From an optimization exercise on the open Yosys and OpenROAD flow, aimed at small area, a short achievable clock period and few clock cycles per item; shortcuts taken in it are not production practice.
Only simulation tests tie the RTL to the original design; equivalence was not proved.

## flow/design.v (module list and top-level ports; edited modules follow where they fit)
// module tdpf_step_w20_k4: 530 lines
// module tdpf_step_w10_k4: 350 lines
// module tdpf_store: 36 lines
// module trial_division_prime_factorizer_unit: 451 lines
module trial_division_prime_factorizer_unit #(
	parameter int MAX_DIVISOR = 1048576
) (
	input  logic                         clk,
	input  logic                         arst_n,
	input  logic                         s_tvalid,
	output logic                         s_tready,
	input  logic [tdpf_pkg::NUM_W-1:0]   s_tdata,   
	output logic                         m_tvalid,
	input  logic                         m_tready,
	output logic [tdpf_pkg::TDATA_W-1:0] m_tdata,   
	output logic [tdpf_pkg::STATUS_W-1:0] m_tuser,  
	output logic                         m_tlast,
	input  logic                         cfg_valid,
	output logic                         cfg_ready,
	input  logic [tdpf_pkg::CFG_W-1:0]   cfg_data   
);
  // ...
==> flow/run.sh <==
#!/bin/bash
# synth_recipe.tcl (not shown) runs the flow's synth.tcl, then flattens the netlist and writes it again
# the make line also repeats each setting of config.mk as NAME=value (left out here)
make -C /OpenROAD-flow-scripts/flow DESIGN_CONFIG=/design/flow/config.mk WORK_HOME=/design/flow/orfs CLKGATE_MAP_FILE= SYNTH_SCRIPT=/design/flow/synth_recipe.tcl finish
==> flow/config.mk <==
export PLATFORM = sky130hd
export DESIGN_NAME = trial_division_prime_factorizer_unit
export DESIGN_NICKNAME = trial_division_prime_factorizer_unit
export VERILOG_FILES = /design/flow/design.v
export SDC_FILE = /design/flow/constraint.sdc
export NUM_CORES = 4
export LEC_CHECK = 0
export CAP_MARGIN = 20
export CORE_MARGIN = 2
export CORE_UTILIZATION = 40
export SLEW_MARGIN = 20
==> flow/constraint.sdc <==
create_clock -name core_clock -period 6.0 [get_ports {clk}]
set_input_delay 1.2000 -clock core_clock [delete_from_list [all_inputs] [get_ports {clk}]]
set_output_delay 1.2000 -clock core_clock [all_outputs]
set_load 0.01 [all_outputs]
==> flow_summary_export.csv, run 1 <==
group,metric,value,unit
placed_design,numPortBuffers,178,
logic_synthesis,yosysTopAreaCell,"edfxtp_1",
detailed_routing,highest_layer,"met4",
floorplanning,die_x,311,µm
sta,slew_violations,0,
clock_tree,ctsResizeCount,0,
placed_design,placedCellCount,4872,
worst_setup_path,reg2reg_to,"c0_q[4]",
logic_synthesis,synth-main-ff-cell,"edfxtp_1",
global_route,grt_overflow_total,0,
detailed_routing,dr.pass1.iters,6,
finish,largest-register,"u_store.g_slot.p_q",
logic_synthesis,synthDistinctLibCells,95,
clock_tree,insertion_delay,0.65,ns
floorplanning,core,93300,µm²
floorplanning,dieArea,96600,µm²
sta,rsz0062_at_grt,"false",
logic_synthesis,synth_top_cells_by_count,"509 x edfxtp_1, 362 x nand2_1, 289 x inv_1",
finish,n_all_buffers,274,
global_route,use_met3,3.57,%
status,status,"no timing/DRC/antenna violations",
floorplanning,ioPinCount,184,
global_route,grt_usage,22.7,%
logic_synthesis,synth_xor_area_share,2.54,%
sta,layout_setup_ws,0.497,ns
logic_synthesis,synthSimpleGateAreaFrac,14.4,%
Testbench counts, summed over its fixed seeds: cycles 131,364, items 320.
==> module tdpf_step_w10_k4, before the edit <==
module tdpf_step_w10_k4 (
	input  logic [10:0] s,
	input  logic [10:0] c,
	input  logic        cin,
	input  logic [9:0] d,
	input  logic [3:0] h,
	output logic [10:0] s_n,
	output logic [10:0] c_n,
	output logic        cin_n,
	output logic [3:0] b
);
	logic [3:0] y;
	assign y = s[3:0] + c[3:0] + 4'(cin);
	always_comb begin
		unique case ({d[3:1], y})
			7'd0: b = 4'd0;
			7'd1: b = 4'd15;
			7'd2: b = 4'd14;
			7'd3: b = 4'd13;
			7'd4: b = 4'd12;
			7'd5: b = 4'd11;
			7'd6: b = 4'd10;
			7'd7: b = 4'd9;
			7'd8: b = 4'd8;
			7'd9: b = 4'd7;
			7'd10: b = 4'd6;
			7'd11: b = 4'd5;
			7'd12: b = 4'd4;
			7'd13: b = 4'd3;
			7'd14: b = 4'd2;
			7'd15: b = 4'd1;
			7'd16: b = 4'd0;
			7'd17: b = 4'd5;
			7'd18: b = 4'd10;
			7'd19: b = 4'd15;
			7'd20: b = 4'd4;
			7'd21: b = 4'd9;
			7'd22: b = 4'd14;
			7'd23: b = 4'd3;
			7'd24: b = 4'd8;
			7'd25: b = 4'd13;
			7'd26: b = 4'd2;
			7'd27: b = 4'd7;
			7'd28: b = 4'd12;
			7'd29: b = 4'd1;
			7'd30: b = 4'd6;
			7'd31: b = 4'd11;
			7'd32: b = 4'd0;
			7'd33: b = 4'd3;
			7'd34: b = 4'd6;
			7'd35: b = 4'd9;
			7'd36: b = 4'd12;
			7'd37: b = 4'd15;
			7'd38: b = 4'd2;
			7'd39: b = 4'd5;
			7'd40: b = 4'd8;
			7'd41: b = 4'd11;
			7'd42: b = 4'd14;
			7'd43: b = 4'd1;
			7'd44: b = 4'd4;
			7'd45: b = 4'd7;
			7'd46: b = 4'd10;
			7'd47: b = 4'd13;
			7'd48: b = 4'd0;
			7'd49: b = 4'd9;
			7'd50: b = 4'd2;
			7'd51: b = 4'd11;
			7'd52: b = 4'd4;
			7'd53: b = 4'd13;
			7'd54: b = 4'd6;
			7'd55: b = 4'd15;
			7'd56: b = 4'd8;
			7'd57: b = 4'd1;
			7'd58: b = 4'd10;
			7'd59: b = 4'd3;
			7'd60: b = 4'd12;
			7'd61: b = 4'd5;
			7'd62: b = 4'd14;
			7'd63: b = 4'd7;
			7'd64: b = 4'd0;
			7'd65: b = 4'd7;
			7'd66: b = 4'd14;
			7'd67: b = 4'd5;
			7'd68: b = 4'd12;
			7'd69: b = 4'd3;
			7'd70: b = 4'd10;
			7'd71: b = 4'd1;
			7'd72: b = 4'd8;
			7'd73: b = 4'd15;
			7'd74: b = 4'd6;
			7'd75: b = 4'd13;
			7'd76: b = 4'd4;
			7'd77: b = 4'd11;
			7'd78: b = 4'd2;
			7'd79: b = 4'd9;
			7'd80: b = 4'd0;
			7'd81: b = 4'd13;
			7'd82: b = 4'd10;
			7'd83: b = 4'd7;
			7'd84: b = 4'd4;
			7'd85: b = 4'd1;
			7'd86: b = 4'd14;
			7'd87: b = 4'd11;
			7'd88: b = 4'd8;
			7'd89: b = 4'd5;
			7'd90: b = 4'd2;
			7'd91: b = 4'd15;
			7'd92: b = 4'd12;
			7'd93: b = 4'd9;
			7'd94: b = 4'd6;
			7'd95: b = 4'd3;
			7'd96: b = 4'd0;
			7'd97: b = 4'd11;
			7'd98: b = 4'd6;
			7'd99: b = 4'd1;
			7'd100: b = 4'd12;
			7'd101: b = 4'd7;
			7'd102: b = 4'd2;
			7'd103: b = 4'd13;
			7'd104: b = 4'd8;
			7'd105: b = 4'd3;
			7'd106: b = 4'd14;
			7'd107: b = 4'd9;
			7'd108: b = 4'd4;
			7'd109: b = 4'd15;
			7'd110: b = 4'd10;
			7'd111: b = 4'd5;
			7'd112: b = 4'd0;
			7'd113: b = 4'd1;
			7'd114: b = 4'd2;
			7'd115: b = 4'd3;
			7'd116: b = 4'd4;
			7'd117: b = 4'd5;
			7'd118: b = 4'd6;
			7'd119: b = 4'd7;
			7'd120: b = 4'd8;
			7'd121: b = 4'd9;
			7'd122: b = 4'd10;
			7'd123: b = 4'd11;
			7'd124: b = 4'd12;
			7'd125: b = 4'd13;
			7'd126: b = 4'd14;
			7'd127: b = 4'd15;
			default: b = '0;
		endcase
	end
	logic t1;
	logic t2;
	logic t3;
	logic t4;
	logic t5;
	logic t6;
	logic t7;
	logic t8;
	logic t9;
	logic t10;
	logic t11;
	logic t12;
	logic t13;
	logic t14;
	logic t15;
	logic t16;
	logic t17;
	logic t18;
	logic t19;
	logic t20;
	logic t21;
	logic t22;
	logic t23;
	logic t24;
	logic t25;
	logic t26;
	logic t27;
	logic t28;
	logic t29;
	logic t30;
	logic t31;
	logic t32;
	logic t33;
	logic t34;
	logic t35;
	logic t36;
	logic t37;
	logic t38;
	logic t39;
	logic t40;
	logic t41;
	logic t42;
	logic t43;
	logic t44;
	logic t45;
	logic t46;
	logic t47;
	logic t48;
	logic t49;
	logic t50;
	logic t51;
	logic t52;
	logic t53;
	logic t54;
	logic t55;
	logic t56;
	logic t57;
	logic t58;
	logic t59;
	logic t60;
	logic t61;
	logic t62;
	logic t63;
	logic t64;
	logic t65;
	logic t66;
	logic t67;
	logic t68;
	logic t69;
	logic t70;
	logic t71;
	logic t72;
	logic t73;
	logic t74;
	logic t75;
	logic t76;
	logic t77;
	logic t78;
	logic t79;
	logic t80;
	logic t81;
	logic t82;
	logic t83;
	logic t84;
	logic t85;
	logic t86;
	logic t87;
	logic t88;
	logic t89;
	logic t90;
	assign t1 = s[2] ^ c[2];
	assign t2 = s[2] & c[2];
	assign t3 = s[3] ^ c[3] ^ (b[0] & d[3]);
	assign t4 = (s[3] & c[3]) | (s[3] & (b[0] & d[3])) | (c[3] & (b[0] & d[3]));
	assign t5 = (b[1] & d[2]) ^ (b[2] & d[1]);
	assign t6 = (b[1] & d[2]) & (b[2] & d[1]);
	assign t7 = s[4] ^ c[4] ^ (b[0] & d[4]);
	assign t8 = (s[4] & c[4]) | (s[4] & (b[0] & d[4])) | (c[4] & (b[0] & d[4]));
	assign t9 = (b[1] & d[3]) ^ (b[2] & d[2]) ^ (b[3] & d[1]);
	assign t10 = ((b[1] & d[3]) & (b[2] & d[2])) | ((b[1] & d[3]) & (b[3] & d[1])) | ((b[2] & d[2]) & (b[3] & d[1]));
	assign t11 = s[5] ^ c[5] ^ (b[0] & d[5]);
	assign t12 = (s[5] & c[5]) | (s[5] & (b[0] & d[5])) | (c[5] & (b[0] & d[5]));
	assign t13 = (b[1] & d[4]) ^ (b[2] & d[3]) ^ (b[3] & d[2]);
	assign t14 = ((b[1] & d[4]) & (b[2] & d[3])) | ((b[1] & d[4]) & (b[3] & d[2])) | ((b[2] & d[3]) & (b[3] & d[2]));
	assign t15 = s[6] ^ c[6] ^ (b[0] & d[6]);
	assign t16 = (s[6] & c[6]) | (s[6] & (b[0] & d[6])) | (c[6] & (b[0] & d[6]));
	assign t17 = (b[1] & d[5]) ^ (b[2] & d[4]) ^ (b[3] & d[3]);
	assign t18 = ((b[1] & d[5]) & (b[2] & d[4])) | ((b[1] & d[5]) & (b[3] & d[3])) | ((b[2] & d[4]) & (b[3] & d[3]));
	assign t19 = s[7] ^ c[7] ^ (b[0] & d[7]);
	assign t20 = (s[7] & c[7]) | (s[7] & (b[0] & d[7])) | (c[7] & (b[0] & d[7]));
	assign t21 = (b[1] & d[6]) ^ (b[2] & d[5]) ^ (b[3] & d[4]);
	assign t22 = ((b[1] & d[6]) & (b[2] & d[5])) | ((b[1] & d[6]) & (b[3] & d[4])) | ((b[2] & d[5]) & (b[3] & d[4]));
	assign t23 = s[8] ^ c[8] ^ (b[0] & d[8]);
	assign t24 = (s[8] & c[8]) | (s[8] & (b[0] & d[8])) | (c[8] & (b[0] & d[8]));
	assign t25 = (b[1] & d[7]) ^ (b[2] & d[6]) ^ (b[3] & d[5]);
	assign t26 = ((b[1] & d[7]) & (b[2] & d[6])) | ((b[1] & d[7]) & (b[3] & d[5])) | ((b[2] & d[6]) & (b[3] & d[5]));
	assign t27 = s[9] ^ c[9] ^ (b[0] & d[9]);
	assign t28 = (s[9] & c[9]) | (s[9] & (b[0] & d[9])) | (c[9] & (b[0] & d[9]));
	assign t29 = (b[1] & d[8]) ^ (b[2] & d[7]) ^ (b[3] & d[6]);
	assign t30 = ((b[1] & d[8]) & (b[2] & d[7])) | ((b[1] & d[8]) & (b[3] & d[6])) | ((b[2] & d[7]) & (b[3] & d[6]));
	assign t31 = s[10] ^ c[10] ^ (b[1] & d[9]);
	assign t32 = (s[10] & c[10]) | (s[10] & (b[1] & d[9])) | (c[10] & (b[1] & d[9]));
	assign t33 = (b[2] & d[8]) ^ (b[3] & d[7]) ^ h[0];
	assign t34 = ((b[2] & d[8]) & (b[3] & d[7])) | ((b[2] & d[8]) & h[0]) | ((b[3] & d[7]) & h[0]);
	assign t35 = (b[2] & d[9]) ^ (b[3] & d[8]);
	assign t36 = (b[2] & d[9]) & (b[3] & d[8]);
	assign t37 = s[0] ^ c[0];
	assign t38 = s[0] & c[0];
	assign t39 = s[1] ^ c[1] ^ (b[0] & d[1]);
	assign t40 = (s[1] & c[1]) | (s[1] & (b[0] & d[1])) | (c[1] & (b[0] & d[1]));
	assign t41 = t1 ^ (b[0] & d[2]) ^ (b[1] & d[1]);
	assign t42 = (t1 & (b[0] & d[2])) | (t1 & (b[1] & d[1])) | ((b[0] & d[2]) & (b[1] & d[1]));
	assign t43 = t2 ^ t3 ^ t5;
	assign t44 = (t2 & t3) | (t2 & t5) | (t3 & t5);
	assign t45 = t4 ^ t6 ^ t7;
	assign t46 = (t4 & t6) | (t4 & t7) | (t6 & t7);
	assign t47 = t8 ^ t10 ^ t11;
	assign t48 = (t8 & t10) | (t8 & t11) | (t10 & t11);
	assign t49 = t12 ^ t14 ^ t15;
	assign t50 = (t12 & t14) | (t12 & t15) | (t14 & t15);
	assign t51 = t16 ^ t18 ^ t19;
	assign t52 = (t16 & t18) | (t16 & t19) | (t18 & t19);
	assign t53 = t20 ^ t22 ^ t23;
	assign t54 = (t20 & t22) | (t20 & t23) | (t22 & t23);
	assign t55 = t24 ^ t26 ^ t27;
	assign t56 = (t24 & t26) | (t24 & t27) | (t26 & t27);
	assign t57 = t28 ^ t30 ^ t31;
	assign t58 = (t28 & t30) | (t28 & t31) | (t30 & t31);
	assign t59 = t32 ^ t34 ^ t35;
	assign t60 = (t32 & t34) | (t32 & t35) | (t34 & t35);
	assign t61 = t36 ^ (b[3] & d[9]);
	assign t62 = t36 & (b[3] & d[9]);
	assign t63 = t37 ^ cin;
	assign t64 = t37 & cin;
	assign t65 = t38 ^ t39 ^ b[1];
	assign t66 = (t38 & t39) | (t38 & b[1]) | (t39 & b[1]);
	assign t67 = t40 ^ t41 ^ b[2];
	assign t68 = (t40 & t41) | (t40 & b[2]) | (t41 & b[2]);
	assign t69 = t42 ^ t43 ^ b[3];
	assign t70 = (t42 & t43) | (t42 & b[3]) | (t43 & b[3]);
	assign t71 = t44 ^ t45 ^ t9;
	assign t72 = (t44 & t45) | (t44 & t9) | (t45 & t9);
	assign t73 = t46 ^ t47 ^ t13;
	assign t74 = (t46 & t47) | (t46 & t13) | (t47 & t13);
	assign t75 = t48 ^ t49 ^ t17;
	assign t76 = (t48 & t49) | (t48 & t17) | (t49 & t17);
	assign t77 = t50 ^ t51 ^ t21;
	assign t78 = (t50 & t51) | (t50 & t21) | (t51 & t21);
	assign t79 = t52 ^ t53 ^ t25;
	assign t80 = (t52 & t53) | (t52 & t25) | (t53 & t25);
	assign t81 = t54 ^ t55 ^ t29;
	assign t82 = (t54 & t55) | (t54 & t29) | (t55 & t29);
	assign t83 = t56 ^ t57 ^ t33;
	assign t84 = (t56 & t57) | (t56 & t33) | (t57 & t33);
	assign t85 = t58 ^ t59 ^ h[1];
	assign t86 = (t58 & t59) | (t58 & h[1]) | (t59 & h[1]);
	assign t87 = t60 ^ t61 ^ h[2];
	assign t88 = (t60 & t61) | (t60 & h[2]) | (t61 & h[2]);
	assign t89 = t62 ^ h[3];
	assign t90 = t62 & h[3];
	assign cin_n = t63 | b[0] | t64 | t65 | t66 | t67 | t68 | t69;
	assign s_n[0] = t70;
	assign c_n[0] = t71;
	assign s_n[1] = t72;
	assign c_n[1] = t73;
	assign s_n[2] = t74;
	assign c_n[2] = t75;
	assign s_n[3] = t76;
	assign c_n[3] = t77;
	assign s_n[4] = t78;
	assign c_n[4] = t79;
	assign s_n[5] = t80;
	assign c_n[5] = t81;
	assign s_n[6] = t82;
	assign c_n[6] = t83;
	assign s_n[7] = t84;
	assign c_n[7] = t85;
	assign s_n[8] = t86;
	assign c_n[8] = t87;
	assign s_n[9] = t88;
	assign c_n[9] = t89;
	assign s_n[10] = t90;
	assign c_n[10] = 1'b0;
endmodule
==> run 2: changes to the inputs <==
--- a/flow/design.v
+++ b/flow/design.v
@@ -24,3 +24,519 @@
 	logic [3:0] y;
-	assign y = s[3:0] + c[3:0] + 4'(cin);
+	always_comb begin
+		unique case ({s[3:0], c[3:0], cin})
+			9'd0: y = 4'd0;
+			9'd1: y = 4'd1;
+			9'd2: y = 4'd1;
+			9'd3: y = 4'd2;
+			9'd4: y = 4'd2;
+			9'd5: y = 4'd3;
+			9'd6: y = 4'd3;
+			9'd7: y = 4'd4;
+			9'd8: y = 4'd4;
+			9'd9: y = 4'd5;
+			9'd10: y = 4'd5;
+			9'd11: y = 4'd6;
+			9'd12: y = 4'd6;
+			9'd13: y = 4'd7;
+			9'd14: y = 4'd7;
+			9'd15: y = 4'd8;
+			9'd16: y = 4'd8;
+			9'd17: y = 4'd9;
+			9'd18: y = 4'd9;
+			9'd19: y = 4'd10;
+			9'd20: y = 4'd10;
+			9'd21: y = 4'd11;
+			9'd22: y = 4'd11;
+			9'd23: y = 4'd12;
+			9'd24: y = 4'd12;
+			9'd25: y = 4'd13;
+			9'd26: y = 4'd13;
+			9'd27: y = 4'd14;
+			9'd28: y = 4'd14;
+			9'd29: y = 4'd15;
+			9'd30: y = 4'd15;
+			9'd31: y = 4'd0;
+			9'd32: y = 4'd1;
+			9'd33: y = 4'd2;
+			9'd34: y = 4'd2;
+			9'd35: y = 4'd3;
+			9'd36: y = 4'd3;
+			9'd37: y = 4'd4;
+			9'd38: y = 4'd4;
+			9'd39: y = 4'd5;
+			9'd40: y = 4'd5;
+			9'd41: y = 4'd6;
+			9'd42: y = 4'd6;
+			9'd43: y = 4'd7;
+			9'd44: y = 4'd7;
+			9'd45: y = 4'd8;
+			9'd46: y = 4'd8;
+			9'd47: y = 4'd9;
+			9'd48: y = 4'd9;
+			9'd49: y = 4'd10;
+			9'd50: y = 4'd10;
+			9'd51: y = 4'd11;
+			9'd52: y = 4'd11;
+			9'd53: y = 4'd12;
+			9'd54: y = 4'd12;
+			9'd55: y = 4'd13;
+			9'd56: y = 4'd13;
+			9'd57: y = 4'd14;
+			9'd58: y = 4'd14;
+			9'd59: y = 4'd15;
+			9'd60: y = 4'd15;
+			9'd61: y = 4'd0;
+			9'd62: y = 4'd0;
+			9'd63: y = 4'd1;
+			9'd64: y = 4'd2;
+			9'd65: y = 4'd3;
+			9'd66: y = 4'd3;
+			9'd67: y = 4'd4;
+			9'd68: y = 4'd4;
+			9'd69: y = 4'd5;
+			9'd70: y = 4'd5;
+			9'd71: y = 4'd6;
+			9'd72: y = 4'd6;
+			9'd73: y = 4'd7;
+			9'd74: y = 4'd7;
+			9'd75: y = 4'd8;
+			9'd76: y = 4'd8;
+			9'd77: y = 4'd9;
+			9'd78: y = 4'd9;
+			9'd79: y = 4'd10;
+			9'd80: y = 4'd10;
+			9'd81: y = 4'd11;
+			9'd82: y = 4'd11;
+			9'd83: y = 4'd12;
+			9'd84: y = 4'd12;
+			9'd85: y = 4'd13;
+			9'd86: y = 4'd13;
+			9'd87: y = 4'd14;
+			9'd88: y = 4'd14;
+			9'd89: y = 4'd15;
+			9'd90: y = 4'd15;
+			9'd91: y = 4'd0;
+			9'd92: y = 4'd0;
+			9'd93: y = 4'd1;
+			9'd94: y = 4'd1;
+			9'd95: y = 4'd2;
+			9'd96: y = 4'd3;
+			9'd97: y = 4'd4;
+			9'd98: y = 4'd4;
+			9'd99: y = 4'd5;
+			9'd100: y = 4'd5;
+			9'd101: y = 4'd6;
+			9'd102: y = 4'd6;
+			9'd103: y = 4'd7;
+			9'd104: y = 4'd7;
+			9'd105: y = 4'd8;
+			9'd106: y = 4'd8;
+			9'd107: y = 4'd9;
+			9'd108: y = 4'd9;
+			9'd109: y = 4'd10;
+			9'd110: y = 4'd10;
+			9'd111: y = 4'd11;
+			9'd112: y = 4'd11;
+			9'd113: y = 4'd12;
+			9'd114: y = 4'd12;
+			9'd115: y = 4'd13;
+			9'd116: y = 4'd13;
+			9'd117: y = 4'd14;
+			9'd118: y = 4'd14;
+			9'd119: y = 4'd15;
+			9'd120: y = 4'd15;
+			9'd121: y = 4'd0;
+			9'd122: y = 4'd0;
+			9'd123: y = 4'd1;
+			9'd124: y = 4'd1;
+			9'd125: y = 4'd2;
+			9'd126: y = 4'd2;
+			9'd127: y = 4'd3;
+			9'd128: y = 4'd4;
+			9'd129: y = 4'd5;
+			9'd130: y = 4'd5;
+			9'd131: y = 4'd6;
+			9'd132: y = 4'd6;
+			9'd133: y = 4'd7;
+			9'd134: y = 4'd7;
+			9'd135: y = 4'd8;
+			9'd136: y = 4'd8;
+			9'd137: y = 4'd9;
+			9'd138: y = 4'd9;
+			9'd139: y = 4'd10;
+			9'd140: y = 4'd10;
+			9'd141: y = 4'd11;
+			9'd142: y = 4'd11;
+			9'd143: y = 4'd12;
+			9'd144: y = 4'd12;
+			9'd145: y = 4'd13;
+			9'd146: y = 4'd13;
+			9'd147: y = 4'd14;
+			9'd148: y = 4'd14;
+			9'd149: y = 4'd15;
+			9'd150: y = 4'd15;
+			9'd151: y = 4'd0;
+			9'd152: y = 4'd0;
+			9'd153: y = 4'd1;
+			9'd154: y = 4'd1;
+			9'd155: y = 4'd2;
+			9'd156: y = 4'd2;
+			9'd157: y = 4'd3;
+			9'd158: y = 4'd3;
+			9'd159: y = 4'd4;
+			9'd160: y = 4'd5;
+			9'd161: y = 4'd6;
+			9'd162: y = 4'd6;
+			9'd163: y = 4'd7;
+			9'd164: y = 4'd7;
+			9'd165: y = 4'd8;
+			9'd166: y = 4'd8;
+			9'd167: y = 4'd9;
+			9'd168: y = 4'd9;
+			9'd169: y = 4'd10;
+			9'd170: y = 4'd10;
+			9'd171: y = 4'd11;
+			9'd172: y = 4'd11;
+			9'd173: y = 4'd12;
+			9'd174: y = 4'd12;
+			9'd175: y = 4'd13;
+			9'd176: y = 4'd13;
+			9'd177: y = 4'd14;
+			9'd178: y = 4'd14;
+			9'd179: y = 4'd15;
+			9'd180: y = 4'd15;
+			9'd181: y = 4'd0;
+			9'd182: y = 4'd0;
+			9'd183: y = 4'd1;
+			9'd184: y = 4'd1;
+			9'd185: y = 4'd2;
+			9'd186: y = 4'd2;
+			9'd187: y = 4'd3;
+			9'd188: y = 4'd3;
+			9'd189: y = 4'd4;
+			9'd190: y = 4'd4;
+			9'd191: y = 4'd5;
+			9'd192: y = 4'd6;
+			9'd193: y = 4'd7;
+			9'd194: y = 4'd7;
+			9'd195: y = 4'd8;
+			9'd196: y = 4'd8;
+			9'd197: y = 4'd9;
+			9'd198: y = 4'd9;
+			9'd199: y = 4'd10;
+			9'd200: y = 4'd10;
+			9'd201: y = 4'd11;
+			9'd202: y = 4'd11;
+			9'd203: y = 4'd12;
+			9'd204: y = 4'd12;
+			9'd205: y = 4'd13;
+			9'd206: y = 4'd13;
+			9'd207: y = 4'd14;
+			9'd208: y = 4'd14;
+			9'd209: y = 4'd15;
+			9'd210: y = 4'd15;
+			9'd211: y = 4'd0;
+			9'd212: y = 4'd0;
+			9'd213: y = 4'd1;
+			9'd214: y = 4'd1;
+			9'd215: y = 4'd2;
+			9'd216: y = 4'd2;
+			9'd217: y = 4'd3;
+			9'd218: y = 4'd3;
+			9'd219: y = 4'd4;
+			9'd220: y = 4'd4;
+			9'd221: y = 4'd5;
+			9'd222: y = 4'd5;
+			9'd223: y = 4'd6;
+			9'd224: y = 4'd7;
+			9'd225: y = 4'd8;
+			9'd226: y = 4'd8;
+			9'd227: y = 4'd9;
+			9'd228: y = 4'd9;
+			9'd229: y = 4'd10;
+			9'd230: y = 4'd10;
+			9'd231: y = 4'd11;
+			9'd232: y = 4'd11;
+			9'd233: y = 4'd12;
+			9'd234: y = 4'd12;
+			9'd235: y = 4'd13;
+			9'd236: y = 4'd13;
+			9'd237: y = 4'd14;
+			9'd238: y = 4'd14;
+			9'd239: y = 4'd15;
+			9'd240: y = 4'd15;
+			9'd241: y = 4'd0;
+			9'd242: y = 4'd0;
+			9'd243: y = 4'd1;
+			9'd244: y = 4'd1;
+			9'd245: y = 4'd2;
+			9'd246: y = 4'd2;
+			9'd247: y = 4'd3;
+			9'd248: y = 4'd3;
+			9'd249: y = 4'd4;
+			9'd250: y = 4'd4;
+			9'd251: y = 4'd5;
+			9'd252: y = 4'd5;
+			9'd253: y = 4'd6;
+			9'd254: y = 4'd6;
+			9'd255: y = 4'd7;
+			9'd256: y = 4'd8;
+			9'd257: y = 4'd9;
+			9'd258: y = 4'd9;
+			9'd259: y = 4'd10;
+			9'd260: y = 4'd10;
+			9'd261: y = 4'd11;
+			9'd262: y = 4'd11;
+			9'd263: y = 4'd12;
+			9'd264: y = 4'd12;
+			9'd265: y = 4'd13;
+			9'd266: y = 4'd13;
+			9'd267: y = 4'd14;
+			9'd268: y = 4'd14;
+			9'd269: y = 4'd15;
+			9'd270: y = 4'd15;
+			9'd271: y = 4'd0;
+			9'd272: y = 4'd0;
+			9'd273: y = 4'd1;
+			9'd274: y = 4'd1;
+			9'd275: y = 4'd2;
+			9'd276: y = 4'd2;
+			9'd277: y = 4'd3;
+			9'd278: y = 4'd3;
+			9'd279: y = 4'd4;
+			9'd280: y = 4'd4;
+			9'd281: y = 4'd5;
+			9'd282: y = 4'd5;
+			9'd283: y = 4'd6;
+			9'd284: y = 4'd6;
+			9'd285: y = 4'd7;
+			9'd286: y = 4'd7;
+			9'd287: y = 4'd8;
+			9'd288: y = 4'd9;
+			9'd289: y = 4'd10;
+			9'd290: y = 4'd10;
+			9'd291: y = 4'd11;
+			9'd292: y = 4'd11;
+			9'd293: y = 4'd12;
+			9'd294: y = 4'd12;
+			9'd295: y = 4'd13;
+			9'd296: y = 4'd13;
+			9'd297: y = 4'd14;
+			9'd298: y = 4'd14;
+			9'd299: y = 4'd15;
+			9'd300: y = 4'd15;
+			9'd301: y = 4'd0;
+			9'd302: y = 4'd0;
+			9'd303: y = 4'd1;
+			9'd304: y = 4'd1;
+			9'd305: y = 4'd2;
+			9'd306: y = 4'd2;
+			9'd307: y = 4'd3;
+			9'd308: y = 4'd3;
+			9'd309: y = 4'd4;
+			9'd310: y = 4'd4;
+			9'd311: y = 4'd5;
+			9'd312: y = 4'd5;
+			9'd313: y = 4'd6;
+			9'd314: y = 4'd6;
+			9'd315: y = 4'd7;
+			9'd316: y = 4'd7;
+			9'd317: y = 4'd8;
+			9'd318: y = 4'd8;
+			9'd319: y = 4'd9;
+			9'd320: y = 4'd10;
+			9'd321: y = 4'd11;
+			9'd322: y = 4'd11;
+			9'd323: y = 4'd12;
+			9'd324: y = 4'd12;
+			9'd325: y = 4'd13;
+			9'd326: y = 4'd13;
+			9'd327: y = 4'd14;
+			9'd328: y = 4'd14;
+			9'd329: y = 4'd15;
+			9'd330: y = 4'd15;
+			9'd331: y = 4'd0;
+			9'd332: y = 4'd0;
+			9'd333: y = 4'd1;
+			9'd334: y = 4'd1;
+			9'd335: y = 4'd2;
+			9'd336: y = 4'd2;
+			9'd337: y = 4'd3;
+			9'd338: y = 4'd3;
+			9'd339: y = 4'd4;
+			9'd340: y = 4'd4;
+			9'd341: y = 4'd5;
+			9'd342: y = 4'd5;
+			9'd343: y = 4'd6;
+			9'd344: y = 4'd6;
+			9'd345: y = 4'd7;
+			9'd346: y = 4'd7;
+			9'd347: y = 4'd8;
+			9'd348: y = 4'd8;
+			9'd349: y = 4'd9;
+			9'd350: y = 4'd9;
+			9'd351: y = 4'd10;
+			9'd352: y = 4'd11;
+			9'd353: y = 4'd12;
+			9'd354: y = 4'd12;
+			9'd355: y = 4'd13;
+			9'd356: y = 4'd13;
+			9'd357: y = 4'd14;
+			9'd358: y = 4'd14;
+			9'd359: y = 4'd15;
+			9'd360: y = 4'd15;
+			9'd361: y = 4'd0;
+			9'd362: y = 4'd0;
+			9'd363: y = 4'd1;
+			9'd364: y = 4'd1;
+			9'd365: y = 4'd2;
+			9'd366: y = 4'd2;
+			9'd367: y = 4'd3;
+			9'd368: y = 4'd3;
+			9'd369: y = 4'd4;
+			9'd370: y = 4'd4;
+			9'd371: y = 4'd5;
+			9'd372: y = 4'd5;
+			9'd373: y = 4'd6;
+			9'd374: y = 4'd6;
+			9'd375: y = 4'd7;
+			9'd376: y = 4'd7;
+			9'd377: y = 4'd8;
+			9'd378: y = 4'd8;
+			9'd379: y = 4'd9;
+			9'd380: y = 4'd9;
+			9'd381: y = 4'd10;
+			9'd382: y = 4'd10;
+			9'd383: y = 4'd11;
+			9'd384: y = 4'd12;
+			9'd385: y = 4'd13;
+			9'd386: y = 4'd13;
+			9'd387: y = 4'd14;
+			9'd388: y = 4'd14;
+			9'd389: y = 4'd15;
+			9'd390: y = 4'd15;
+			9'd391: y = 4'd0;
+			9'd392: y = 4'd0;
+			9'd393: y = 4'd1;
+			9'd394: y = 4'd1;
+			9'd395: y = 4'd2;
+			9'd396: y = 4'd2;
+			9'd397: y = 4'd3;
+			9'd398: y = 4'd3;
+			9'd399: y = 4'd4;
+			9'd400: y = 4'd4;
+			9'd401: y = 4'd5;
+			9'd402: y = 4'd5;
+			9'd403: y = 4'd6;
+			9'd404: y = 4'd6;
+			9'd405: y = 4'd7;
+			9'd406: y = 4'd7;
+			9'd407: y = 4'd8;
+			9'd408: y = 4'd8;
+			9'd409: y = 4'd9;
+			9'd410: y = 4'd9;
+			9'd411: y = 4'd10;
+			9'd412: y = 4'd10;
+			9'd413: y = 4'd11;
+			9'd414: y = 4'd11;
+			9'd415: y = 4'd12;
+			9'd416: y = 4'd13;
+			9'd417: y = 4'd14;
+			9'd418: y = 4'd14;
+			9'd419: y = 4'd15;
+			9'd420: y = 4'd15;
+			9'd421: y = 4'd0;
+			9'd422: y = 4'd0;
+			9'd423: y = 4'd1;
+			9'd424: y = 4'd1;
+			9'd425: y = 4'd2;
+			9'd426: y = 4'd2;
+			9'd427: y = 4'd3;
+			9'd428: y = 4'd3;
+			9'd429: y = 4'd4;
+			9'd430: y = 4'd4;
+			9'd431: y = 4'd5;
+			9'd432: y = 4'd5;
+			9'd433: y = 4'd6;
+			9'd434: y = 4'd6;
+			9'd435: y = 4'd7;
+			9'd436: y = 4'd7;
+			9'd437: y = 4'd8;
+			9'd438: y = 4'd8;
+			9'd439: y = 4'd9;
+			9'd440: y = 4'd9;
+			9'd441: y = 4'd10;
+			9'd442: y = 4'd10;
+			9'd443: y = 4'd11;
+			9'd444: y = 4'd11;
+			9'd445: y = 4'd12;
+			9'd446: y = 4'd12;
+			9'd447: y = 4'd13;
+			9'd448: y = 4'd14;
+			9'd449: y = 4'd15;
+			9'd450: y = 4'd15;
+			9'd451: y = 4'd0;
+			9'd452: y = 4'd0;
+			9'd453: y = 4'd1;
+			9'd454: y = 4'd1;
+			9'd455: y = 4'd2;
+			9'd456: y = 4'd2;
+			9'd457: y = 4'd3;
+			9'd458: y = 4'd3;
+			9'd459: y = 4'd4;
+			9'd460: y = 4'd4;
+			9'd461: y = 4'd5;
+			9'd462: y = 4'd5;
+			9'd463: y = 4'd6;
+			9'd464: y = 4'd6;
+			9'd465: y = 4'd7;
+			9'd466: y = 4'd7;
+			9'd467: y = 4'd8;
+			9'd468: y = 4'd8;
+			9'd469: y = 4'd9;
+			9'd470: y = 4'd9;
+			9'd471: y = 4'd10;
+			9'd472: y = 4'd10;
+			9'd473: y = 4'd11;
+			9'd474: y = 4'd11;
+			9'd475: y = 4'd12;
+			9'd476: y = 4'd12;
+			9'd477: y = 4'd13;
+			9'd478: y = 4'd13;
+			9'd479: y = 4'd14;
+			9'd480: y = 4'd15;
+			9'd481: y = 4'd0;
+			9'd482: y = 4'd0;
+			9'd483: y = 4'd1;
+			9'd484: y = 4'd1;
+			9'd485: y = 4'd2;
+			9'd486: y = 4'd2;
+			9'd487: y = 4'd3;
+			9'd488: y = 4'd3;
+			9'd489: y = 4'd4;
+			9'd490: y = 4'd4;
+			9'd491: y = 4'd5;
+			9'd492: y = 4'd5;
+			9'd493: y = 4'd6;
+			9'd494: y = 4'd6;
+			9'd495: y = 4'd7;
+			9'd496: y = 4'd7;
+			9'd497: y = 4'd8;
+			9'd498: y = 4'd8;
+			9'd499: y = 4'd9;
+			9'd500: y = 4'd9;
+			9'd501: y = 4'd10;
+			9'd502: y = 4'd10;
+			9'd503: y = 4'd11;
+			9'd504: y = 4'd11;
+			9'd505: y = 4'd12;
+			9'd506: y = 4'd12;
+			9'd507: y = 4'd13;
+			9'd508: y = 4'd13;
+			9'd509: y = 4'd14;
+			9'd510: y = 4'd14;
+			9'd511: y = 4'd15;
+			default: y = '0;
+		endcase
+	end
 	always_comb begin
@@ -554,3 +1070,519 @@
 	logic [3:0] y;
-	assign y = s[3:0] + c[3:0] + 4'(cin);
+	always_comb begin
+		unique case ({s[3:0], c[3:0], cin})
+			9'd0: y = 4'd0;
+			9'd1: y = 4'd1;
+			9'd2: y = 4'd1;
+			9'd3: y = 4'd2;
+			9'd4: y = 4'd2;
+			9'd5: y = 4'd3;
+			9'd6: y = 4'd3;
+			9'd7: y = 4'd4;
+			9'd8: y = 4'd4;
+			9'd9: y = 4'd5;
+			9'd10: y = 4'd5;
+			9'd11: y = 4'd6;
+			9'd12: y = 4'd6;
+			9'd13: y = 4'd7;
+			9'd14: y = 4'd7;
+			9'd15: y = 4'd8;
+			9'd16: y = 4'd8;
+			9'd17: y = 4'd9;
+			9'd18: y = 4'd9;
+			9'd19: y = 4'd10;
+			9'd20: y = 4'd10;
+			9'd21: y = 4'd11;
+			9'd22: y = 4'd11;
+			9'd23: y = 4'd12;
+			9'd24: y = 4'd12;
+			9'd25: y = 4'd13;
+			9'd26: y = 4'd13;
+			9'd27: y = 4'd14;
+			9'd28: y = 4'd14;
+			9'd29: y = 4'd15;
+			9'd30: y = 4'd15;
+			9'd31: y = 4'd0;
+			9'd32: y = 4'd1;
+			9'd33: y = 4'd2;
+			9'd34: y = 4'd2;
+			9'd35: y = 4'd3;
+			9'd36: y = 4'd3;
+			9'd37: y = 4'd4;
+			9'd38: y = 4'd4;
+			9'd39: y = 4'd5;
+			9'd40: y = 4'd5;
+			9'd41: y = 4'd6;
+			9'd42: y = 4'd6;
+			9'd43: y = 4'd7;
+			9'd44: y = 4'd7;
+			9'd45: y = 4'd8;
+			9'd46: y = 4'd8;
+			9'd47: y = 4'd9;
+			9'd48: y = 4'd9;
+			9'd49: y = 4'd10;
+			9'd50: y = 4'd10;
+			9'd51: y = 4'd11;
+			9'd52: y = 4'd11;
+			9'd53: y = 4'd12;
+			9'd54: y = 4'd12;
+			9'd55: y = 4'd13;
+			9'd56: y = 4'd13;
+			9'd57: y = 4'd14;
+			9'd58: y = 4'd14;
+			9'd59: y = 4'd15;
+			9'd60: y = 4'd15;
+			9'd61: y = 4'd0;
+			9'd62: y = 4'd0;
+			9'd63: y = 4'd1;
+			9'd64: y = 4'd2;
+			9'd65: y = 4'd3;
+			9'd66: y = 4'd3;
+			9'd67: y = 4'd4;
+			9'd68: y = 4'd4;
+			9'd69: y = 4'd5;
+			9'd70: y = 4'd5;
+			9'd71: y = 4'd6;
+			9'd72: y = 4'd6;
+			9'd73: y = 4'd7;
+			9'd74: y = 4'd7;
+			9'd75: y = 4'd8;
+			9'd76: y = 4'd8;
+			9'd77: y = 4'd9;
+			9'd78: y = 4'd9;
+			9'd79: y = 4'd10;
+			9'd80: y = 4'd10;
+			9'd81: y = 4'd11;
+			9'd82: y = 4'd11;
+			9'd83: y = 4'd12;
+			9'd84: y = 4'd12;
+			9'd85: y = 4'd13;
+			9'd86: y = 4'd13;
+			9'd87: y = 4'd14;
+			9'd88: y = 4'd14;
+			9'd89: y = 4'd15;
+			9'd90: y = 4'd15;
+			9'd91: y = 4'd0;
+			9'd92: y = 4'd0;
+			9'd93: y = 4'd1;
+			9'd94: y = 4'd1;
+			9'd95: y = 4'd2;
+			9'd96: y = 4'd3;
+			9'd97: y = 4'd4;
+			9'd98: y = 4'd4;
+			9'd99: y = 4'd5;
+			9'd100: y = 4'd5;
+			9'd101: y = 4'd6;
+			9'd102: y = 4'd6;
+			9'd103: y = 4'd7;
+			9'd104: y = 4'd7;
+			9'd105: y = 4'd8;
+			9'd106: y = 4'd8;
+			9'd107: y = 4'd9;
+			9'd108: y = 4'd9;
+			9'd109: y = 4'd10;
+			9'd110: y = 4'd10;
+			9'd111: y = 4'd11;
+			9'd112: y = 4'd11;
+			9'd113: y = 4'd12;
+			9'd114: y = 4'd12;
+			9'd115: y = 4'd13;
+			9'd116: y = 4'd13;
+			9'd117: y = 4'd14;
+			9'd118: y = 4'd14;
+			9'd119: y = 4'd15;
+			9'd120: y = 4'd15;
+			9'd121: y = 4'd0;
+			9'd122: y = 4'd0;
+			9'd123: y = 4'd1;
+			9'd124: y = 4'd1;
+			9'd125: y = 4'd2;
+			9'd126: y = 4'd2;
+			9'd127: y = 4'd3;
+			9'd128: y = 4'd4;
+			9'd129: y = 4'd5;
+			9'd130: y = 4'd5;
+			9'd131: y = 4'd6;
+			9'd132: y = 4'd6;
+			9'd133: y = 4'd7;
+			9'd134: y = 4'd7;
+			9'd135: y = 4'd8;
+			9'd136: y = 4'd8;
+			9'd137: y = 4'd9;
+			9'd138: y = 4'd9;
+			9'd139: y = 4'd10;
+			9'd140: y = 4'd10;
+			9'd141: y = 4'd11;
+			9'd142: y = 4'd11;
+			9'd143: y = 4'd12;
+			9'd144: y = 4'd12;
+			9'd145: y = 4'd13;
+			9'd146: y = 4'd13;
+			9'd147: y = 4'd14;
+			9'd148: y = 4'd14;
+			9'd149: y = 4'd15;
+			9'd150: y = 4'd15;
+			9'd151: y = 4'd0;
+			9'd152: y = 4'd0;
+			9'd153: y = 4'd1;
+			9'd154: y = 4'd1;
+			9'd155: y = 4'd2;
+			9'd156: y = 4'd2;
+			9'd157: y = 4'd3;
+			9'd158: y = 4'd3;
+			9'd159: y = 4'd4;
+			9'd160: y = 4'd5;
+			9'd161: y = 4'd6;
+			9'd162: y = 4'd6;
+			9'd163: y = 4'd7;
+			9'd164: y = 4'd7;
+			9'd165: y = 4'd8;
+			9'd166: y = 4'd8;
+			9'd167: y = 4'd9;
+			9'd168: y = 4'd9;
+			9'd169: y = 4'd10;
+			9'd170: y = 4'd10;
+			9'd171: y = 4'd11;
+			9'd172: y = 4'd11;
+			9'd173: y = 4'd12;
+			9'd174: y = 4'd12;
+			9'd175: y = 4'd13;
+			9'd176: y = 4'd13;
+			9'd177: y = 4'd14;
+			9'd178: y = 4'd14;
+			9'd179: y = 4'd15;
+			9'd180: y = 4'd15;
+			9'd181: y = 4'd0;
+			9'd182: y = 4'd0;
+			9'd183: y = 4'd1;
+			9'd184: y = 4'd1;
+			9'd185: y = 4'd2;
+			9'd186: y = 4'd2;
+			9'd187: y = 4'd3;
+			9'd188: y = 4'd3;
+			9'd189: y = 4'd4;
+			9'd190: y = 4'd4;
+			9'd191: y = 4'd5;
+			9'd192: y = 4'd6;
+			9'd193: y = 4'd7;
+			9'd194: y = 4'd7;
+			9'd195: y = 4'd8;
+			9'd196: y = 4'd8;
+			9'd197: y = 4'd9;
+			9'd198: y = 4'd9;
+			9'd199: y = 4'd10;
+			9'd200: y = 4'd10;
+			9'd201: y = 4'd11;
+			9'd202: y = 4'd11;
+			9'd203: y = 4'd12;
+			9'd204: y = 4'd12;
+			9'd205: y = 4'd13;
+			9'd206: y = 4'd13;
+			9'd207: y = 4'd14;
+			9'd208: y = 4'd14;
+			9'd209: y = 4'd15;
+			9'd210: y = 4'd15;
+			9'd211: y = 4'd0;
+			9'd212: y = 4'd0;
+			9'd213: y = 4'd1;
+			9'd214: y = 4'd1;
+			9'd215: y = 4'd2;
+			9'd216: y = 4'd2;
+			9'd217: y = 4'd3;
+			9'd218: y = 4'd3;
+			9'd219: y = 4'd4;
+			9'd220: y = 4'd4;
+			9'd221: y = 4'd5;
+			9'd222: y = 4'd5;
+			9'd223: y = 4'd6;
+			9'd224: y = 4'd7;
+			9'd225: y = 4'd8;
+			9'd226: y = 4'd8;
+			9'd227: y = 4'd9;
+			9'd228: y = 4'd9;
+			9'd229: y = 4'd10;
+			9'd230: y = 4'd10;
+			9'd231: y = 4'd11;
+			9'd232: y = 4'd11;
+			9'd233: y = 4'd12;
+			9'd234: y = 4'd12;
+			9'd235: y = 4'd13;
+			9'd236: y = 4'd13;
+			9'd237: y = 4'd14;
+			9'd238: y = 4'd14;
+			9'd239: y = 4'd15;
+			9'd240: y = 4'd15;
+			9'd241: y = 4'd0;
+			9'd242: y = 4'd0;
+			9'd243: y = 4'd1;
+			9'd244: y = 4'd1;
+			9'd245: y = 4'd2;
+			9'd246: y = 4'd2;
+			9'd247: y = 4'd3;
+			9'd248: y = 4'd3;
+			9'd249: y = 4'd4;
+			9'd250: y = 4'd4;
+			9'd251: y = 4'd5;
+			9'd252: y = 4'd5;
+			9'd253: y = 4'd6;
+			9'd254: y = 4'd6;
+			9'd255: y = 4'd7;
+			9'd256: y = 4'd8;
+			9'd257: y = 4'd9;
+			9'd258: y = 4'd9;
+			9'd259: y = 4'd10;
+			9'd260: y = 4'd10;
+			9'd261: y = 4'd11;
+			9'd262: y = 4'd11;
+			9'd263: y = 4'd12;
+			9'd264: y = 4'd12;
+			9'd265: y = 4'd13;
+			9'd266: y = 4'd13;
+			9'd267: y = 4'd14;
+			9'd268: y = 4'd14;
+			9'd269: y = 4'd15;
+			9'd270: y = 4'd15;
+			9'd271: y = 4'd0;
+			9'd272: y = 4'd0;
+			9'd273: y = 4'd1;
+			9'd274: y = 4'd1;
+			9'd275: y = 4'd2;
+			9'd276: y = 4'd2;
+			9'd277: y = 4'd3;
+			9'd278: y = 4'd3;
+			9'd279: y = 4'd4;
+			9'd280: y = 4'd4;
+			9'd281: y = 4'd5;
+			9'd282: y = 4'd5;
+			9'd283: y = 4'd6;
+			9'd284: y = 4'd6;
+			9'd285: y = 4'd7;
+			9'd286: y = 4'd7;
+			9'd287: y = 4'd8;
+			9'd288: y = 4'd9;
+			9'd289: y = 4'd10;
+			9'd290: y = 4'd10;
+			9'd291: y = 4'd11;
+			9'd292: y = 4'd11;
+			9'd293: y = 4'd12;
+			9'd294: y = 4'd12;
+			9'd295: y = 4'd13;
+			9'd296: y = 4'd13;
+			9'd297: y = 4'd14;
+			9'd298: y = 4'd14;
+			9'd299: y = 4'd15;
+			9'd300: y = 4'd15;
+			9'd301: y = 4'd0;
+			9'd302: y = 4'd0;
+			9'd303: y = 4'd1;
+			9'd304: y = 4'd1;
+			9'd305: y = 4'd2;
+			9'd306: y = 4'd2;
+			9'd307: y = 4'd3;
+			9'd308: y = 4'd3;
+			9'd309: y = 4'd4;
+			9'd310: y = 4'd4;
+			9'd311: y = 4'd5;
+			9'd312: y = 4'd5;
+			9'd313: y = 4'd6;
+			9'd314: y = 4'd6;
+			9'd315: y = 4'd7;
+			9'd316: y = 4'd7;
+			9'd317: y = 4'd8;
+			9'd318: y = 4'd8;
+			9'd319: y = 4'd9;
+			9'd320: y = 4'd10;
+			9'd321: y = 4'd11;
+			9'd322: y = 4'd11;
+			9'd323: y = 4'd12;
+			9'd324: y = 4'd12;
+			9'd325: y = 4'd13;
+			9'd326: y = 4'd13;
+			9'd327: y = 4'd14;
+			9'd328: y = 4'd14;
+			9'd329: y = 4'd15;
+			9'd330: y = 4'd15;
+			9'd331: y = 4'd0;
+			9'd332: y = 4'd0;
+			9'd333: y = 4'd1;
+			9'd334: y = 4'd1;
+			9'd335: y = 4'd2;
+			9'd336: y = 4'd2;
+			9'd337: y = 4'd3;
+			9'd338: y = 4'd3;
+			9'd339: y = 4'd4;
+			9'd340: y = 4'd4;
+			9'd341: y = 4'd5;
+			9'd342: y = 4'd5;
+			9'd343: y = 4'd6;
+			9'd344: y = 4'd6;
+			9'd345: y = 4'd7;
+			9'd346: y = 4'd7;
+			9'd347: y = 4'd8;
+			9'd348: y = 4'd8;
+			9'd349: y = 4'd9;
+			9'd350: y = 4'd9;
+			9'd351: y = 4'd10;
+			9'd352: y = 4'd11;
+			9'd353: y = 4'd12;
+			9'd354: y = 4'd12;
+			9'd355: y = 4'd13;
+			9'd356: y = 4'd13;
+			9'd357: y = 4'd14;
+			9'd358: y = 4'd14;
+			9'd359: y = 4'd15;
+			9'd360: y = 4'd15;
+			9'd361: y = 4'd0;
+			9'd362: y = 4'd0;
+			9'd363: y = 4'd1;
+			9'd364: y = 4'd1;
+			9'd365: y = 4'd2;
+			9'd366: y = 4'd2;
+			9'd367: y = 4'd3;
+			9'd368: y = 4'd3;
+			9'd369: y = 4'd4;
+			9'd370: y = 4'd4;
+			9'd371: y = 4'd5;
+			9'd372: y = 4'd5;
+			9'd373: y = 4'd6;
+			9'd374: y = 4'd6;
+			9'd375: y = 4'd7;
+			9'd376: y = 4'd7;
+			9'd377: y = 4'd8;
+			9'd378: y = 4'd8;
+			9'd379: y = 4'd9;
+			9'd380: y = 4'd9;
+			9'd381: y = 4'd10;
+			9'd382: y = 4'd10;
+			9'd383: y = 4'd11;
+			9'd384: y = 4'd12;
+			9'd385: y = 4'd13;
+			9'd386: y = 4'd13;
+			9'd387: y = 4'd14;
+			9'd388: y = 4'd14;
+			9'd389: y = 4'd15;
+			9'd390: y = 4'd15;
+			9'd391: y = 4'd0;
+			9'd392: y = 4'd0;
+			9'd393: y = 4'd1;
+			9'd394: y = 4'd1;
+			9'd395: y = 4'd2;
+			9'd396: y = 4'd2;
+			9'd397: y = 4'd3;
+			9'd398: y = 4'd3;
+			9'd399: y = 4'd4;
+			9'd400: y = 4'd4;
+			9'd401: y = 4'd5;
+			9'd402: y = 4'd5;
+			9'd403: y = 4'd6;
+			9'd404: y = 4'd6;
+			9'd405: y = 4'd7;
+			9'd406: y = 4'd7;
+			9'd407: y = 4'd8;
+			9'd408: y = 4'd8;
+			9'd409: y = 4'd9;
+			9'd410: y = 4'd9;
+			9'd411: y = 4'd10;
+			9'd412: y = 4'd10;
+			9'd413: y = 4'd11;
+			9'd414: y = 4'd11;
+			9'd415: y = 4'd12;
+			9'd416: y = 4'd13;
+			9'd417: y = 4'd14;
+			9'd418: y = 4'd14;
+			9'd419: y = 4'd15;
+			9'd420: y = 4'd15;
+			9'd421: y = 4'd0;
+			9'd422: y = 4'd0;
+			9'd423: y = 4'd1;
+			9'd424: y = 4'd1;
+			9'd425: y = 4'd2;
+			9'd426: y = 4'd2;
+			9'd427: y = 4'd3;
+			9'd428: y = 4'd3;
+			9'd429: y = 4'd4;
+			9'd430: y = 4'd4;
+			9'd431: y = 4'd5;
+			9'd432: y = 4'd5;
+			9'd433: y = 4'd6;
+			9'd434: y = 4'd6;
+			9'd435: y = 4'd7;
+			9'd436: y = 4'd7;
+			9'd437: y = 4'd8;
+			9'd438: y = 4'd8;
+			9'd439: y = 4'd9;
+			9'd440: y = 4'd9;
+			9'd441: y = 4'd10;
+			9'd442: y = 4'd10;
+			9'd443: y = 4'd11;
+			9'd444: y = 4'd11;
+			9'd445: y = 4'd12;
+			9'd446: y = 4'd12;
+			9'd447: y = 4'd13;
+			9'd448: y = 4'd14;
+			9'd449: y = 4'd15;
+			9'd450: y = 4'd15;
+			9'd451: y = 4'd0;
+			9'd452: y = 4'd0;
+			9'd453: y = 4'd1;
+			9'd454: y = 4'd1;
+			9'd455: y = 4'd2;
+			9'd456: y = 4'd2;
+			9'd457: y = 4'd3;
+			9'd458: y = 4'd3;
+			9'd459: y = 4'd4;
+			9'd460: y = 4'd4;
+			9'd461: y = 4'd5;
+			9'd462: y = 4'd5;
+			9'd463: y = 4'd6;
+			9'd464: y = 4'd6;
+			9'd465: y = 4'd7;
+			9'd466: y = 4'd7;
+			9'd467: y = 4'd8;
+			9'd468: y = 4'd8;
+			9'd469: y = 4'd9;
+			9'd470: y = 4'd9;
+			9'd471: y = 4'd10;
+			9'd472: y = 4'd10;
+			9'd473: y = 4'd11;
+			9'd474: y = 4'd11;
+			9'd475: y = 4'd12;
+			9'd476: y = 4'd12;
+			9'd477: y = 4'd13;
+			9'd478: y = 4'd13;
+			9'd479: y = 4'd14;
+			9'd480: y = 4'd15;
+			9'd481: y = 4'd0;
+			9'd482: y = 4'd0;
+			9'd483: y = 4'd1;
+			9'd484: y = 4'd1;
+			9'd485: y = 4'd2;
+			9'd486: y = 4'd2;
+			9'd487: y = 4'd3;
+			9'd488: y = 4'd3;
+			9'd489: y = 4'd4;
+			9'd490: y = 4'd4;
+			9'd491: y = 4'd5;
+			9'd492: y = 4'd5;
+			9'd493: y = 4'd6;
+			9'd494: y = 4'd6;
+			9'd495: y = 4'd7;
+			9'd496: y = 4'd7;
+			9'd497: y = 4'd8;
+			9'd498: y = 4'd8;
+			9'd499: y = 4'd9;
+			9'd500: y = 4'd9;
+			9'd501: y = 4'd10;
+			9'd502: y = 4'd10;
+			9'd503: y = 4'd11;
+			9'd504: y = 4'd11;
+			9'd505: y = 4'd12;
+			9'd506: y = 4'd12;
+			9'd507: y = 4'd13;
+			9'd508: y = 4'd13;
+			9'd509: y = 4'd14;
+			9'd510: y = 4'd14;
+			9'd511: y = 4'd15;
+			default: y = '0;
+		endcase
+	end
 	always_comb begin
@@ -948,3 +1980,3 @@
 	localparam int WN = 10;                   
-	localparam int M  = 2;                    
+	localparam int M  = 4;                    
 	localparam int NC = (64 + K - 1) / K;     
@@ -973,3 +2005,5 @@
 	logic [3:0]    r11_q, r13_q;
+	logic [4:0]    bds_q;       
 	logic [W-1:0]  q0_q;
+	logic [4:0]    bq0_q;       
 	logic [WN-1:0] qn_q [M];
@@ -1130,3 +2164,3 @@
 	assign cand0   = (qcnt_q != '0) ? q0_q : ds_q[W-1:0];
-	assign bd0     = bitlen20(cand0);
+	assign bd0     = (qcnt_q != '0) ? bq0_q : bds_q;
 	always_comb begin
@@ -1140,11 +2174,9 @@
 	endfunction
-	logic [M-1:0] hits;
-	logic         any_hit, pend_any;
-	logic [LI-1:0] hit_lane, pend_lane;
-	assign hits      = retest_q ? (hit & (M'(1) << sel_q)) : (hit & en_q);
-	assign any_hit   = hits != '0;
-	assign hit_lane  = lowest(hits);
-	assign pend_any  = pend_q != '0;
-	assign pend_lane = lowest(pend_q);
-	assign try_batch = (state_q == S_SEL) || (state_q == S_EVAL && !any_hit && !pend_any);
+	logic [M-1:0]  hits;
+	logic          any_hit;
+	logic [LI-1:0] hit_lane;
+	assign hits     = hit & en_q;
+	assign any_hit  = hits != '0;
+	assign hit_lane = lowest(hits);
+	assign try_batch = (state_q == S_SEL) || (state_q == S_EVAL && !any_hit);
 	assign fin_now   = try_batch && (have0 ? ({bd0, 1'b0} >= {1'b0, l_q} + 7'd2) : gt_q);
@@ -1184,4 +2216,4 @@
 	logic enq;
-	assign enq = ds_ok && !go_batch && (qcnt_q < (LI+1)'(M - 1)) &&
-		(qcnt_q == '0 || ds_q[20:WN] == '0) && (state_q != S_IDLE) && (state_q != S_CHK);
+	assign enq = ds_ok && (qcnt_q < (LI+1)'(M - 1)) && (qcnt_q == '0 || ds_q[20:WN] == '0) &&
+		(state_q == S_TWO || state_q == S_TEST || state_q == S_WRITE || state_q == S_WB);
 	assign adv = (!pv_q || enq || (go_batch && ds_use)) && !gt_q;
@@ -1206,3 +2238,3 @@
 				S_SEL, S_EVAL: begin
-					if (state_q == S_EVAL && (any_hit || pend_any)) state_q <= S_WRITE;
+					if (state_q == S_EVAL && any_hit) state_q <= S_WRITE;
 					else if (fin_now) state_q <= S_FIN;
@@ -1232,2 +2264,3 @@
 			ds_q    <= 21'd3;
+			bds_q   <= 5'd2;
 			pv_q    <= 1'b1;
@@ -1240,2 +2273,3 @@
 				ds_q    <= ds_nx;
+				bds_q   <= bitlen20(ds_nx[19:0]);
 				gt_q    <= ds_nx > lim_q;
@@ -1252,3 +2286,6 @@
 				qcnt_q <= qcnt_q + 1'b1;
-				if (qcnt_q == '0) q0_q <= ds_q[W-1:0];
+				if (qcnt_q == '0) begin
+					q0_q  <= ds_q[W-1:0];
+					bq0_q <= bds_q;
+				end
 				for (int i = 1; i < M - 1; i++) begin
@@ -1283,14 +2320,8 @@
 				seen_q <= 1'b0;
-				if (state_q == S_EVAL && (any_hit || pend_any)) begin
-					left_q   <= 8'(l_q);
-					l_q      <= '0;
-					if (any_hit) begin
-						sel_q  <= hit_lane;
-						pend_q <= retest_q ? pend_q : (hits & ~(M'(1) << hit_lane));
-						same_q <= retest_q;
-					end else begin
-						sel_q  <= pend_lane;
-						pend_q <= pend_q & ~(M'(1) << pend_lane);
-						same_q <= 1'b0;
-					end
+				if (state_q == S_EVAL && any_hit) begin
+					left_q <= 8'(l_q);
+					l_q    <= '0;
+					sel_q  <= hit_lane;
+					pend_q <= hits & ~(M'(1) << hit_lane);
+					same_q <= retest_q && hit_lane == sel_q;
 				end else if (go_batch) begin
@@ -1327,3 +2358,4 @@
 				retest_q <= 1'b1;
-				left_q   <= 8'(l_q) - 8'(bitlen20(dsel)) + 8'd1;
+				en_q     <= pend_q | (M'(1) << sel_q);
+				left_q   <= 8'(l_q) - 8'(bitlen20(dsel)) + 8'd1;   
 				same_q   <= 1'b1;
--- a/flow/config.mk
+++ b/flow/config.mk
@@ -10,2 +10,3 @@
 export CORE_UTILIZATION = 40
+export SETUP_SLACK_MARGIN = 3.5
 export SLEW_MARGIN = 20
==> run 2 against run 1 <==
Die area grew 21%; clock skew shrank 0.037 ns; fmax grew 19%; worst hold slack lost 0.012 ns; setup slack gained 0.87 ns; via count grew 35%; synthesized cell count grew 25%; register-to-register slack gained 0.87 ns; clock-buffer cell count grew 2.
==> flow_summary_export.csv, run 2 <==
group,metric,value,unit
worst_setup_path,reg2reg_depth,19,
worst_setup_path,worstPathArrival,5.23,ns
sta,finalSetupViolCount,0,
logic_synthesis,synthDistinctLibCells,99,
global_route,grt_usage,26.3,%
detailed_routing,dr.pass1.iters,6,
clock_tree,hold_buffers,0,
floorplanning,core,114000,µm²
clock_tree,cts_htree_levels,3,
hold_path,hold_depth,1,
logic_synthesis,syn_inst,4410,
logic_synthesis,synthTopCellsByArea,"edfxtp_1 36%, fa_1 10%, dfxtp_1 6.9%",
placed_design,place.gp.congestion,0.912,
sta,rsz0062_at_grt,"true",
logic_synthesis,synth_top_cells_by_count,"567 x nand2_1, 555 x edfxtp_1, 435 x inv_1",
clock_tree,numCtsBuffers,85,
detailed_routing,wl_per_cell,23.9,µm
detailed_routing,drt_iter0_drc,3439,
floorplanning,dieArea,117000,µm²
sta,layout_setup_ws,1.37,ns
logic_synthesis,yosysTopAreaCellShare,36.4,%
finish,n_antenna_cell,0,
global_route,grt_start_max_net_pins,96,
clock_tree,root_buffer,"clkbuf_16",
clock_tree,ctsLongestPathBuffers,3,
floorplanning,die_h,343,µm
sta,finalCritPeriodShare,77.2,%
sta,slew_violations,0,
sta,finalCriticalPeriod,4.63,ns
hold_path,hold_path.class,"register to register",
global_route,grt_pass1_vias,37600,
floorplanning,initial_core_util,40.2,%
sta,hold_ws,0.487,ns
clock_tree,insertion_delay,0.68,ns
status,status,"no timing/DRC/antenna violations",
floorplanning,die_x,343,µm
worst_setup_path,cp_max_fo,7,
finish,layout_common_cells,"555 x edfxtp_1, 484 x nand2_1, 357 x buf_4",
detailed_routing,avgViaCountPerCell,5.66,
sta,hold_viol,0,
sta,fmax,216,MHz
floorplanning,num_rows,124,
floorplanning,ioPinCount,184,
finish,fill_cells,9495,
logic_synthesis,ys.warnings.count,30,
logic_synthesis,synthMuxAreaShare,4.27,%
detailed_routing,drc,0,
logic_synthesis,synth-main-ff-cell,"edfxtp_1",
finish,register_area,20600,µm²
logic_synthesis,ys_async_sr_fraction,3.52,%
placed_design,numPortBuffers,178,
logic_synthesis,synth-compound-area-share,12.4,%
finish,finalNetCount,5591,
finish,mostFrequentLayoutCell,"edfxtp_1",
logic_synthesis,synth_fa_ha_area_share,15.9,%
worst_setup_path,crit_required,6.60,ns
global_route,grt_first_pass_wirelength,233,mm
finish,largest_register_ffs,260,
sta,fin_skew,0.0283,ns
logic_synthesis,yosysMostFrequentCell,"nand2_1",
sta,setup-tns-final,0,ns
finish,drive_gt1_share,35.4,%
placed_design,pre_cts_ws,1.16,ns
clock_tree,path_clk_slew,0.06,ns
worst_setup_path,cp-start-kind,"register",
worst_setup_path,r2r_setup_slack,1.37,ns
clock_tree,cts.sinks,739,
finish,reg_top3,"u_store.g_slot.p_q: 260 flops, p_q: 64 flops, u_store.g_slot.c_q: 54 flops",
placed_design,hpwl,101,mm
detailed_routing,wl,159,mm
logic_synthesis,synth_top_family_by_area,"adder cells",
logic_synthesis,seq_area_frac_synth,44.7,%
detailed_routing,vias,37700,
clock_tree,cts_tree,"built",
finish,largest-register,"u_store.g_slot.p_q",
worst_setup_path,critPathKind,"register to register",
logic_synthesis,synth_xor_area_share,2.73,%
finish,area_growth_syn_to_layout,36.8,%
logic_synthesis,yosysTopAreaCell,"edfxtp_1",
logic_synthesis,synth_edf_count,555,
global_route,antenna_found_initial,4,
logic_synthesis,syn_area_per_cell,10.4,µm²
flow_run,drv_cap,0,
finish,multi_input_area,27400,µm²
sta,max-slew-margin-rel,27.0,%
worst_setup_path,cp-end-kind,"register",
detailed_routing,final_antenna_net_count,0,
logic_synthesis,synthSimpleGateAreaFrac,14.3,%
global_route,grt_overflow_total,0,
sta,worst_pin_slew,1.10,ns
logic_synthesis,synth_seq_cells,739,
logic_synthesis,syn_area,45800,µm²
==> run 2: layer usage <==
metal | vias up | track usage (%) | share of wire, %
met5 | - | 0 | 0.0050
met1 | 18800 | 33.4 | 40
li1 | 16800 | - | -
met2 | 1679 | 43.1 | 48
met4 | 2 | 13.0 | 5.2
met3 | 391 | 4.81 | 7.6
==> run 2: what timing repair did <==
item,CTS,global route
pin swaps,268,179
cloned,30,5
setup buffers,397,116
gates resized for setup,1035,425
setup endpoints to repair,912,847
==> run 2: logic make-up after synthesis <==
group                    after synthesis
other                                  2
adder cells (fa/ha/maj)              442
AND/OR/NAND/NOR                     1396
XOR/XNOR                             143
multiplexers                         142
buffers and inverters                668
flip-flops                           739
AO/OA/AOI/OAI                        878
==> run 2: critical path: stages (launching register included) <==
cell	delay [ns]
dfxtp_4	0.40
inv_4	0.06
ha_4	0.17
or2b_1	0.21
mux4_2	0.49
nor2_4	0.12
a31oi_4	0.06
mux2i_2	0.26
nor3_2	0.07
a31o_1	0.23
a2111oi_4	0.45
a211oi_4	0.11
inv_2	0.20
buf_6	0.13
nand2_4	0.04
fa_2	0.35
fa_2	0.54
inv_2	0.04
fa_2	0.51
and2_1	0.11
==> run 2: final cells by class <==
type | instances | share of cell area (%)
clock inverters | 51 | 0.904
flip-flops and latches | 739 | 32.8
repair buffers | 788 | 13.1
well taps | 1512 | 3.02
clock buffers | 104 | 3.57
multi-input cells | 3020 | 43.7
inverters | 442 | 2.82
==> run 2: worst paths after layout <==
check / startpoint / endpoint
hold / removal: cnt2_q[5] / cnt2_q[5]
min in group asynchronous: arst_n / state_q[0]
setup / recovery: cin_q[1] / cn_q[1][2]
setup reg to reg: cin_q[1] / cn_q[1][2]
max in group asynchronous: arst_n / state_q[2]
hold reg to reg: cnt2_q[5] / cnt2_q[5]
==> run 2: through the flow <==
stage | std cells | util, % | cell area, µm²
6_report | 6656 | 55.0 | 62700
5_1_grt | 6656 | 55.0 | 62700
4_1_cts | 6535 | 52.6 | 60000
3_5_place_dp | 5953 | 44.7 | 50900
3_3_place_gp | 5952 | 44.6 | 50900
2_1_floorplan | 4414 | - | 47800
Testbench counts of run 2, summed over its fixed seeds: cycles 89,953, items 320.

[re-timing with driven ports]
In the flow no input, the clock included, has a driving cell. The finished layouts below were timed again as built, in two steps.
Step 1 sets driving cells, clkbuf_16 on the clock port and buf_2 on the other inputs (assumed; they add their load-dependent delay and slew).
Step 2, shift: input delay + t, output delay - t, t = (earliest + latest rising clock arrival at the registers) / 2. This alone moves slack from input paths to output paths.
a / b / c = no drivers / after step 1 / after step 2; a / b = the first two.
run	t (ns)	slack for setup (ns)	worst setup path after step 2	worst data-port slew with drivers (ns)
run 1	0.685	0.497 / 0.497 / 0.497	register to register	0.06
run 2	0.740	1.370 / 1.370 / 1.370	register to register	0.10
After both steps setup and hold are still met in every run listed.
